Context: an optimization exercise on an open-source flow, tuned for small area, a short achievable clock period and few clock cycles. The choices shown serve that exercise and are no tape-out recipe.
In this exercise RTL edits were held to simulation tests only and were not proved equivalent to the original.

[flow/run.sh]
#!/bin/bash
# synth_recipe.tcl (not shown) runs the flow's synth.tcl, then flattens the netlist and writes it again
# the make line also repeats each setting of config.mk as NAME=value (left out here)
make -C /OpenROAD-flow-scripts/flow DESIGN_CONFIG=/design/flow/config.mk WORK_HOME=/design/flow/orfs CLKGATE_MAP_FILE= SYNTH_SCRIPT=/design/flow/synth_recipe.tcl finish
[flow/config.mk]
export PLATFORM = sky130hd
export DESIGN_NAME = lbfgs_top
export DESIGN_NICKNAME = lbfgs_top
export VERILOG_FILES = /design/flow/design.v
export SDC_FILE = /design/flow/constraint.sdc
export NUM_CORES = 4
export LEC_CHECK = 0
export CAP_MARGIN = 20
export CORE_MARGIN = 2
export CORE_UTILIZATION = 40
export SLEW_MARGIN = 20
[flow/constraint.sdc]
create_clock -name core_clock -period 23.0 [get_ports {clk}]
set_input_delay 4.6000 -clock core_clock [delete_from_list [all_inputs] [get_ports {clk}]]
set_output_delay 4.6000 -clock core_clock [all_outputs]
set_load 0.01 [all_outputs]
[flow/design.v]
package lbfgs_pkg;
    localparam int num_elements = 4;
    localparam int frac_bits = 16;
    localparam int max_iter = 32;
    localparam int iter_w = 6;
    localparam logic [31:0] fix_one = 32'(1 << frac_bits);
    localparam logic [31:0] eps_f = 32'(1 << (frac_bits - 10));
    localparam logic [31:0] eps_g = 32'(1 << (frac_bits - 8));
    localparam logic [31:0] alpha_min = 32'(1 << (frac_bits - 12));
    localparam logic op_axpy = 1'b0;
    localparam logic op_dot = 1'b1;
    localparam logic [2:0] st_idle = 3'd0;
    localparam logic [2:0] st_grad0 = 3'd1;
    localparam logic [2:0] st_search = 3'd2;
    localparam logic [2:0] st_judge = 3'd3;
    localparam logic [2:0] st_next = 3'd4;
    localparam logic [2:0] st_done = 3'd5;
endpackage
module fix_mul (
    input  logic signed [31:0] a,
    input  logic signed [31:0] b,
    output logic signed [31:0] y
);
    logic signed [63:0] prod;
    assign prod = a * b;
    assign y    = prod[47:16];
endmodule
module objective_unit (
    input  logic          clk,
    input  logic          rst_LBFGS,
    input  logic          cfg_we,
    input  logic [1:0]    cfg_addr,
    input  logic [63:0]   cfg_data,
    input  logic [127:0]  x,
    input  logic          f_start,
    input  logic          g_start,
    output logic          f_done,
    output logic [31:0]   f_val,
    output logic          grad_valid,
    output logic          grad_last,
    output logic [31:0]   grad_val
);
    logic [127:0] w_mem;
    logic [127:0] m_mem;
    logic [127:0] x_q;
    logic [1:0]   idx;
    logic         f_busy;
    logic         g_busy;
    logic         last_elem;
    logic [31:0]  w_sel;
    logic [31:0]  diff;
    logic [31:0]  diff2;
    logic [31:0]  sq;
    logic [31:0]  term;
    assign w_sel     = w_mem[idx*32 +: 32];
    assign diff      = x_q[idx*32 +: 32] - m_mem[idx*32 +: 32];
    fix_mul sq_mul_i (.a(diff), .b(diff), .y(sq));
    fix_mul term_mul_i (.a(w_sel), .b(sq), .y(term));
    assign last_elem = (idx == 2'(lbfgs_pkg::num_elements - 1));
    assign grad_valid = g_busy;
    assign grad_last  = g_busy && last_elem;
    assign diff2      = diff + diff;
    fix_mul grad_mul_i (.a(w_sel), .b(diff2), .y(grad_val));
    always_ff @(posedge clk) begin
        if (!rst_LBFGS) begin
            f_busy <= 1'b0;
            g_busy <= 1'b0;
            f_done <= 1'b0;
            idx    <= '0;
            w_mem  <= '0;
            m_mem  <= '0;
        end else begin
            f_done <= 1'b0;
            if (cfg_we) begin
                w_mem[cfg_addr*32 +: 32] <= cfg_data[63:32];
                m_mem[cfg_addr*32 +: 32] <= cfg_data[31:0];
            end
            if (f_start || g_start) begin
                x_q    <= x;
                idx    <= '0;
                f_busy <= f_start;
                g_busy <= g_start;
                if (f_start) begin
                    f_val <= '0;
                end
            end else if (f_busy || g_busy) begin
                idx <= idx + 2'd1;
                if (f_busy) begin
                    f_val <= f_val + term;
                end
                if (last_elem) begin
                    f_busy <= 1'b0;
                    g_busy <= 1'b0;
                    f_done <= f_busy;
                end
            end
        end
    end
endmodule
module vector_unit (
    input  logic          clk,
    input  logic          rst_LBFGS,
    input  logic          start,
    input  logic          op,
    input  logic [127:0]  a,
    input  logic [127:0]  b,
    input  logic [31:0]   scale,
    output logic          done,
    output logic [127:0]  vec_out,
    output logic [31:0]   dot_out
);
    logic         op_q;
    logic [127:0] a_q;
    logic [127:0] b_q;
    logic [31:0]  scale_q;
    logic [1:0]   idx;
    logic         busy;
    logic         last_lane;
    logic [31:0]  mul_a;
    logic [31:0]  mul_b;
    logic [31:0]  prod;
    assign last_lane = (idx == 2'(lbfgs_pkg::num_elements - 1));
    assign mul_a = (op_q == lbfgs_pkg::op_axpy) ? scale_q : a_q[idx*32 +: 32];
    assign mul_b = b_q[idx*32 +: 32];
    fix_mul prod_mul_i (.a(mul_a), .b(mul_b), .y(prod));
    always_ff @(posedge clk) begin
        if (!rst_LBFGS) begin
            busy <= 1'b0;
            done <= 1'b0;
            idx  <= '0;
        end else begin
            done <= 1'b0;
            if (start) begin
                op_q    <= op;
                a_q     <= a;
                b_q     <= b;
                scale_q <= scale;
                idx     <= '0;
                busy    <= 1'b1;
                if (op == lbfgs_pkg::op_dot) begin
                    dot_out <= '0;
                end
            end else if (busy) begin
                idx <= idx + 2'd1;
                if (op_q == lbfgs_pkg::op_axpy) begin
                    vec_out[idx*32 +: 32] <= a_q[idx*32 +: 32] + prod;
                end else begin
                    dot_out <= dot_out + prod;
                end
                if (last_lane) begin
                    busy <= 1'b0;
                    done <= 1'b1;
                end
            end
        end
    end
endmodule
module line_search (
    input  logic         clk,
    input  logic         rst_LBFGS,
    input  logic         start,
    input  logic [31:0]  phi0,
    input  logic [31:0]  slope,
    input  logic         f_done,
    input  logic [31:0]  f_val,
    input  logic         axpy_done,
    output logic         f_req,
    output logic         axpy_req,
    output logic [31:0]  alpha,
    output logic         done,
    output logic         stall
);
    localparam logic [1:0] ls_idle = 2'd0;
    localparam logic [1:0] ls_axpy = 2'd1;
    localparam logic [1:0] ls_eval = 2'd2;
    logic [1:0]  state;
    logic [31:0] phi0_q;
    logic [31:0] slope_q;
    logic [31:0] alpha_half;
    logic [31:0] decr;
    logic [31:0] decr_q;
    logic [31:0] bound;
    logic        accept;
    assign alpha_half = $signed(alpha) >>> 1;
    fix_mul decr_mul_i (.a(alpha), .b(slope_q), .y(decr));
    assign decr_q = $signed(decr) >>> 2;
    assign bound  = phi0_q + decr_q;
    assign accept = ($signed(f_val) <= $signed(bound));
    always_ff @(posedge clk) begin
        if (!rst_LBFGS) begin
            state    <= ls_idle;
            f_req    <= 1'b0;
            axpy_req <= 1'b0;
            done     <= 1'b0;
        end else begin
            f_req    <= 1'b0;
            axpy_req <= 1'b0;
            done     <= 1'b0;
            case (state)
                ls_idle: begin
                    if (start) begin
                        phi0_q   <= phi0;
                        slope_q  <= slope;
                        alpha    <= lbfgs_pkg::fix_one;
                        axpy_req <= 1'b1;
                        state    <= ls_axpy;
                    end
                end
                ls_axpy: begin
                    if (axpy_done) begin
                        f_req <= 1'b1;
                        state <= ls_eval;
                    end
                end
                ls_eval: begin
                    if (f_done) begin
                        if (accept) begin
                            done  <= 1'b1;
                            stall <= 1'b0;
                            state <= ls_idle;
                        end else if ($signed(alpha_half) < $signed(lbfgs_pkg::alpha_min)) begin
                            done  <= 1'b1;
                            stall <= 1'b1;
                            state <= ls_idle;
                        end else begin
                            alpha    <= alpha_half;
                            axpy_req <= 1'b1;
                            state    <= ls_axpy;
                        end
                    end
                end
                default: begin
                    state <= ls_idle;
                end
            endcase
        end
    end
endmodule
module lbfgs_ctrl (
    input  logic          clk,
    input  logic          rst_LBFGS,
    input  logic          in_valid,
    output logic          in_ready,
    input  logic [127:0]  in_x,
    output logic          res_valid,
    input  logic          res_ready,
    output logic [166:0]  res,
    output logic [127:0]  obj_x,
    output logic          f_start,
    output logic          g_start,
    input  logic          f_done,
    input  logic [31:0]   f_val,
    input  logic          grad_valid,
    input  logic          grad_last,
    input  logic [31:0]   grad_val,
    output logic          vu_start,
    output logic          vu_op,
    output logic [127:0]  vu_a,
    output logic [127:0]  vu_b,
    output logic [31:0]   vu_scale,
    input  logic          vu_done,
    input  logic [127:0]  vu_vec,
    input  logic [31:0]   vu_dot,
    output logic          ls_start,
    output logic [31:0]   ls_phi0,
    output logic [31:0]   ls_slope,
    input  logic          ls_f_req,
    input  logic          ls_axpy_req,
    input  logic [31:0]   ls_alpha,
    input  logic          ls_done,
    input  logic          ls_stall
);
    logic [2:0]   state;
    logic         phase;
    logic         own_f_start;
    logic         own_vu_start;
    logic         ls_owns;
    logic [5:0]   iter;
    logic [127:0] x;
    logic [127:0] x_new;
    logic [127:0] g;
    logic [127:0] d;
    logic [127:0] grad_next;
    logic [127:0] neg_grad_next;
    logic [127:0] neg_g;
    logic [31:0]  f_cur;
    logic [31:0]  f_new;
    logic [31:0]  f_diff;
    logic         f_small;
    logic         grad_small;
    assign in_ready  = (state == lbfgs_pkg::st_idle);
    assign res_valid = (state == lbfgs_pkg::st_done);
    assign ls_owns  = (state == lbfgs_pkg::st_search) && phase;
    assign f_start  = ls_owns ? ls_f_req : own_f_start;
    assign vu_start = ls_owns ? ls_axpy_req : own_vu_start;
    assign vu_op    = ls_owns ? lbfgs_pkg::op_axpy : lbfgs_pkg::op_dot;
    assign vu_a     = ls_owns ? x : g;
    assign vu_b     = d;
    assign vu_scale = ls_alpha;
    assign ls_phi0  = f_cur;
    assign ls_slope = vu_dot;
    always_comb begin
        if (state == lbfgs_pkg::st_search) begin
            obj_x = vu_vec;
        end else if (state == lbfgs_pkg::st_judge) begin
            obj_x = x_new;
        end else begin
            obj_x = x;
        end
    end
    assign grad_next = {grad_val, g[127:32]};
    assign f_diff    = f_new - f_cur;
    assign f_small   = ($signed(f_diff) <= $signed(lbfgs_pkg::eps_f))
                       && ($signed(f_diff) >= -$signed(lbfgs_pkg::eps_f));
    always_comb begin
        grad_small = 1'b1;
        for (int i = 0; i < lbfgs_pkg::num_elements; i++) begin
            if ($signed(grad_next[i*32 +: 32]) > $signed(lbfgs_pkg::eps_g)
                    || $signed(grad_next[i*32 +: 32]) < -$signed(lbfgs_pkg::eps_g)) begin
                grad_small = 1'b0;
            end
        end
    end
    always_comb begin
        for (int i = 0; i < lbfgs_pkg::num_elements; i++) begin
            neg_grad_next[i*32 +: 32] = -grad_next[i*32 +: 32];
            neg_g[i*32 +: 32]         = -g[i*32 +: 32];
        end
    end
    always_ff @(posedge clk) begin
        if (!rst_LBFGS) begin
            state        <= lbfgs_pkg::st_idle;
            phase        <= 1'b0;
            own_f_start  <= 1'b0;
            own_vu_start <= 1'b0;
            g_start      <= 1'b0;
            ls_start     <= 1'b0;
        end else begin
            own_f_start  <= 1'b0;
            own_vu_start <= 1'b0;
            g_start      <= 1'b0;
            ls_start     <= 1'b0;
            if (grad_valid) begin
                g <= grad_next;
            end
            case (state)
                lbfgs_pkg::st_idle: begin
                    if (in_valid) begin
                        x           <= in_x;
                        iter        <= 6'd1;
                        own_f_start <= 1'b1;
                        state       <= lbfgs_pkg::st_grad0;
                    end
                end
                lbfgs_pkg::st_grad0: begin
                    if (f_done) begin
                        f_cur   <= f_val;
                        g_start <= 1'b1;
                    end
                    if (grad_last) begin
                        d            <= neg_grad_next;
                        phase        <= 1'b0;
                        own_vu_start <= 1'b1;
                        state        <= lbfgs_pkg::st_search;
                    end
                end
                lbfgs_pkg::st_search: begin
                    if (!phase && vu_done) begin
                        ls_start <= 1'b1;
                        phase    <= 1'b1;
                    end
                    if (phase && ls_done) begin
                        if (ls_stall) begin
                            res   <= {x, f_cur, iter, 1'b0};
                            state <= lbfgs_pkg::st_done;
                        end else begin
                            x_new   <= vu_vec;
                            f_new   <= f_val;
                            g_start <= 1'b1;
                            state   <= lbfgs_pkg::st_judge;
                        end
                    end
                end
                lbfgs_pkg::st_judge: begin
                    if (grad_last) begin
                        if (f_small || grad_small) begin
                            res   <= {x_new, f_new, iter, 1'b1};
                            state <= lbfgs_pkg::st_done;
                        end else if (iter == 6'(lbfgs_pkg::max_iter)) begin
                            res   <= {x_new, f_new, iter, 1'b0};
                            state <= lbfgs_pkg::st_done;
                        end else begin
                            state <= lbfgs_pkg::st_next;
                        end
                    end
                end
                lbfgs_pkg::st_next: begin
                    x            <= x_new;
                    f_cur        <= f_new;
                    iter         <= iter + 6'd1;
                    d            <= neg_g;
                    phase        <= 1'b0;
                    own_vu_start <= 1'b1;
                    state        <= lbfgs_pkg::st_search;
                end
                lbfgs_pkg::st_done: begin
                    if (res_ready) begin
                        state <= lbfgs_pkg::st_idle;
                    end
                end
                default: begin
                    state <= lbfgs_pkg::st_idle;
                end
            endcase
        end
    end
endmodule
module lbfgs_top (
    input  logic                  clk,
    input  logic                  rst_LBFGS,
    input  logic                  in_valid,
    output logic                  in_ready,
    input  logic [127:0]          in_x,
    input  logic                  cfg_we,
    input  logic [1:0]            cfg_addr,
    input  logic [63:0]           cfg_data,
    output logic                  res_valid,
    input  logic                  res_ready,
    output logic [166:0]          res
);
    logic [127:0]       obj_x;
    logic               f_start;
    logic               g_start;
    logic               f_done;
    logic [31:0]        f_val;
    logic               grad_valid;
    logic               grad_last;
    logic [31:0]        grad_val;
    logic               vu_start;
    logic               vu_op;
    logic [127:0]       vu_a;
    logic [127:0]       vu_b;
    logic [31:0]        vu_scale;
    logic               vu_done;
    logic [127:0]       vu_vec;
    logic [31:0]        vu_dot;
    logic               ls_start;
    logic [31:0]        ls_phi0;
    logic [31:0]        ls_slope;
    logic               ls_f_req;
    logic               ls_axpy_req;
    logic [31:0]        ls_alpha;
    logic               ls_done;
    logic               ls_stall;
    lbfgs_ctrl ctrl_i (
        .clk         (clk),
        .rst_LBFGS   (rst_LBFGS),
        .in_valid    (in_valid),
        .in_ready    (in_ready),
        .in_x        (in_x),
        .res_valid   (res_valid),
        .res_ready   (res_ready),
        .res         (res),
        .obj_x       (obj_x),
        .f_start     (f_start),
        .g_start     (g_start),
        .f_done      (f_done),
        .f_val       (f_val),
        .grad_valid  (grad_valid),
        .grad_last   (grad_last),
        .grad_val    (grad_val),
        .vu_start    (vu_start),
        .vu_op       (vu_op),
        .vu_a        (vu_a),
        .vu_b        (vu_b),
        .vu_scale    (vu_scale),
        .vu_done     (vu_done),
        .vu_vec      (vu_vec),
        .vu_dot      (vu_dot),
        .ls_start    (ls_start),
        .ls_phi0     (ls_phi0),
        .ls_slope    (ls_slope),
        .ls_f_req    (ls_f_req),
        .ls_axpy_req (ls_axpy_req),
        .ls_alpha    (ls_alpha),
        .ls_done     (ls_done),
        .ls_stall    (ls_stall)
    );
    objective_unit obj_i (
        .clk        (clk),
        .rst_LBFGS  (rst_LBFGS),
        .cfg_we     (cfg_we),
        .cfg_addr   (cfg_addr),
        .cfg_data   (cfg_data),
        .x          (obj_x),
        .f_start    (f_start),
        .g_start    (g_start),
        .f_done     (f_done),
        .f_val      (f_val),
        .grad_valid (grad_valid),
        .grad_last  (grad_last),
        .grad_val   (grad_val)
    );
    vector_unit vu_i (
        .clk       (clk),
        .rst_LBFGS (rst_LBFGS),
        .start     (vu_start),
        .op        (vu_op),
        .a         (vu_a),
        .b         (vu_b),
        .scale     (vu_scale),
        .done      (vu_done),
        .vec_out   (vu_vec),
        .dot_out   (vu_dot)
    );
    line_search ls_i (
        .clk       (clk),
        .rst_LBFGS (rst_LBFGS),
        .start     (ls_start),
        .phi0      (ls_phi0),
        .slope     (ls_slope),
        .f_done    (f_done),
        .f_val     (f_val),
        .axpy_done (vu_done),
        .f_req     (ls_f_req),
        .axpy_req  (ls_axpy_req),
        .alpha     (ls_alpha),
        .done      (ls_done),
        .stall     (ls_stall)
    );
endmodule
==> flow_summary.ini <==
[clock_tree]
clkTransAtPathRegs_ns = 0.06
cts-root-buf = clkbuf_16
insertion_delay_ns = 1.00
htreeDepth = 4
numClockSinks = 1703
cts_max_path_buffers = 4
cts_tree = done
cts_buffers = 187

[timing]
fin_crit_ns = 21.97
max_freq_ghz = 0.0455
max_slew_margin_pct = 15.8
hold_viol = 0
worst_pin_slew_ns = 1.25
finalCritPeriodShare_pct = 95.5
finalMaxSlewViolations = 0
clock_skew_ns = 0.123
setup_viol = 0

[setup_path]
endpoint_kind = register
critPathArrivalTime_ns = 22.60
max_stage_delay_ns = 0.59
cpMaxStageDelayCell = dfxtp_4
crit_fanout = 30
crit_type = register to register
rr_worst_depth = 78
startpoint_type = register
crit_buf_inv = 12
cp_common_cell = fa_1
cp_top_family = adder cells
rr_startpoint = obj_i.idx[1]$_SDFFE_PP0N_
rrSetupSlack_ns = 1.03
worstPathRequired_ns = 23.63
r2r_end = obj_i.f_val[31]$_SDFFCE_PN0P_

[yosys]
ys_warn_count = 4
ys_seq_area_share_pct = 23.7
synth_nets = 25700
synth_top_area_cell = fa_1
synthFlopType = edfxtp_1
synth_top_area_share_pct = 36.4
synth_cell_type_count = 97
synth_cells = 20600
synthTopCellsByArea = fa_1 36%, edfxtp_1 21%, inv_1 8.1%
async_flop_share_pct = 0
synth_seq_cells = 1703
synth_area_per_cell_um2 = 9.87
synth_edf_count = 1425
syn_area_um2 = 204000

[routing]
drc = 0
wire_per_inst_um = 24.7
first_pass_iters = 6
drt_first_iter_violations = 12900
vias_per_cell = 5.33
wirelength_mm = 678
drtAntennaViolNets = 0
vias = 146000

[grt]
grt_antenna_before_repair = 63
grt_pass1_wl_mm = 1010
grt_use_total_pct = 26.6
grt-ovfl-total = 0
grt_max_degree = 162
grt_pass1_vias = 153000

[finish]
drive_gt1_share_pct = 5.78
final_area_um2 = 222000
final_nets = 25600
n_fill_cell = 48700
multi_input_area_um2 = 136000
final_util_pct = 43.7
syn_to_final_growth_pct = 9.07
final_common_cell = inv_1
regArea_um2 = 48400
final_cells = 27500
final_cell_mix = 4409 x inv_1, 3891 x nand2_1, 3704 x fa_1, 1425 x edfxtp_1, 1258 x nor2_1

[die]
die_area_um2 = 515000
die_y_um = 718
rows = 262
initial_core_util_pct = 40.1
ios = 368
core_um2 = 508000
die_w_um = 718

[place]
postPlaceCellArea_um2 = 216000
place_inst = 27100
port_buffers = 367
hpwl_mm = 527
gp_congestion = 0.974

[min_path]
hp-start = ctrl_i.d[52]$_DFFE_PP_
hold_path_class = register to register
min_delay_path_depth = 0
hold_end = vu_i.b_q[52]$_DFFE_PP_

[flow_run]
maxCapViolCount = 0

[run_status]
status = complete, no violations
## sequential cells by signal (all words and copies together), names as in the netlist, 3 cells and up
name and flops:
ctrl_i.g 128, vu_i.scale_q 17, ls_i.phi0_q 32, obj_i.f_val 32, obj_i.x_q 128, vu_i.a_q 128, vu_i.b_q 128, ctrl_i.f_new 32
ctrl_i.f_cur 32, ctrl_i.x 128, ls_i.alpha 17, vu_i.dot_out 32, vu_i.vec_out 128, ctrl_i.d 128, ctrl_i.x_new 128, obj_i.w_mem 128
ctrl_i.iter 6, ctrl_i.state 3, obj_i.m_mem 128, ls_i.slope_q 32, ctrl_i.res 167
## cell usage after synthesis (all sizes together), types with 71 or more instances
library cell	count
a21o	138
clkbuf	911
a22oi	258
and2	385
nor2	1268
nor3	131
and3	71
xor2	215
o22ai	134
edfxtp	1425
fa	3705
nand3	77
buf	91
o21a	72
xnor2	371
mux2	203
a21oi	385
inv	4423
ha	1137
o21ai	247
nand2	3898
nand2b	73
dfxtp	278
mux4	134
## worst max-delay path by stage
stage,from,to,slack (ns),cells after the start
after floorplan,obj_i.idx[0]$_SDFFE_PP0N_,obj_i.f_val[31]$_SDFFCE_PN0P_,0.91,83
after global placement,obj_i.idx[1]$_SDFFE_PP0N_,obj_i.f_val[31]$_SDFFCE_PN0P_,0.99,86
after detailed placement,obj_i.idx[0]$_SDFFE_PP0N_,obj_i.f_val[31]$_SDFFCE_PN0P_,0.81,86
after CTS,obj_i.idx[0]$_SDFFE_PP0N_,obj_i.f_val[31]$_SDFFCE_PN0P_,0.68,86
after global routing,obj_i.idx[1]$_SDFFE_PP0N_,obj_i.f_val[31]$_SDFFCE_PN0P_,-0.01,80
final,obj_i.idx[1]$_SDFFE_PP0N_,obj_i.f_val[31]$_SDFFCE_PN0P_,1.03,78
## cells by family after synthesis
kind of cell	count (synthesis)	synth area share, %
multiplexers	393	2.88
buffers and inverters	5432	10.0
XOR/XNOR	597	2.66
AND/OR/NAND/NOR	6194	12.6
flip-flops	1703	23.7
adder cells (fa/ha/maj)	4842	43.4
AO/OA/AOI/OAI	1475	4.68
other	1	0.00184
## routing by layer
layer	up-vias	track usage, %	wire length [um]
met5	-	0	352
met3	1286	6.18	65100
met1	75700	34.9	268000
met2	6483	41.9	308000
li1	62800	-	-
met4	52	12.0	36800
## final cells by class
type	count	share of cell area [%]
flip-flops and latches	1703	21.8
diodes	28	0.0315
repair buffers	734	2.96
inverters	4430	7.50
clock buffers	226	2.24
multi-input cells	13500	61.1
clock inverters	115	0.574
well taps	6732	3.79
## metrics by stage
stage	setup WS, ns	setup TNS, ns	hold WS (ns)
after floorplan	0.914	0	0.400
after global placement	0.988	0	0.401
after detailed placement	0.806	0	0.405
after CTS	0.675	0	0.318
after global routing	-0.0139	-0.0139	0.321
final	1.03	0	0.317
## timing repair
| action | 4_1_cts | 5_1_grt |
|---|---|---|
| hold buffers | 0 | 0 |
| setup endpoints to repair | 0 | 4 |
| resized for setup | 0 | 17 |
| setup buffers | 0 | 5 |
Testbench counts, summed over its fixed seeds: cycles 130,081.

[afterwards: timing with drivers on the ports]
No port has a modelled driver above. Below, the same layout with a new extraction and two added sets of constraints. Step 1, drivers: a clkbuf_16 drives clk and a buf_2 each remaining input, both assumed. Step 2 moves the port delays by t, midway between the first and last clock arrival at a register: inputs arrive t later, outputs are due t later. That takes back most of the time a late clock gives input paths. Three values: ideal, step 1, step 2; two values: the first two.
shift t [ns]: 1.028
setup slack, ns: 1.031 / 1.031 / 1.031
worst setup path at the end: register to register
latest minus earliest clock arrival (ns): 0.123 / 0.123
slew at the worst register clock pin (ns): 0.08 / 0.08
After both steps setup and hold are still met in this run. For this run, drivers alone change the setup slack by 0.000 ns; drivers and shift together by 0.000 ns.
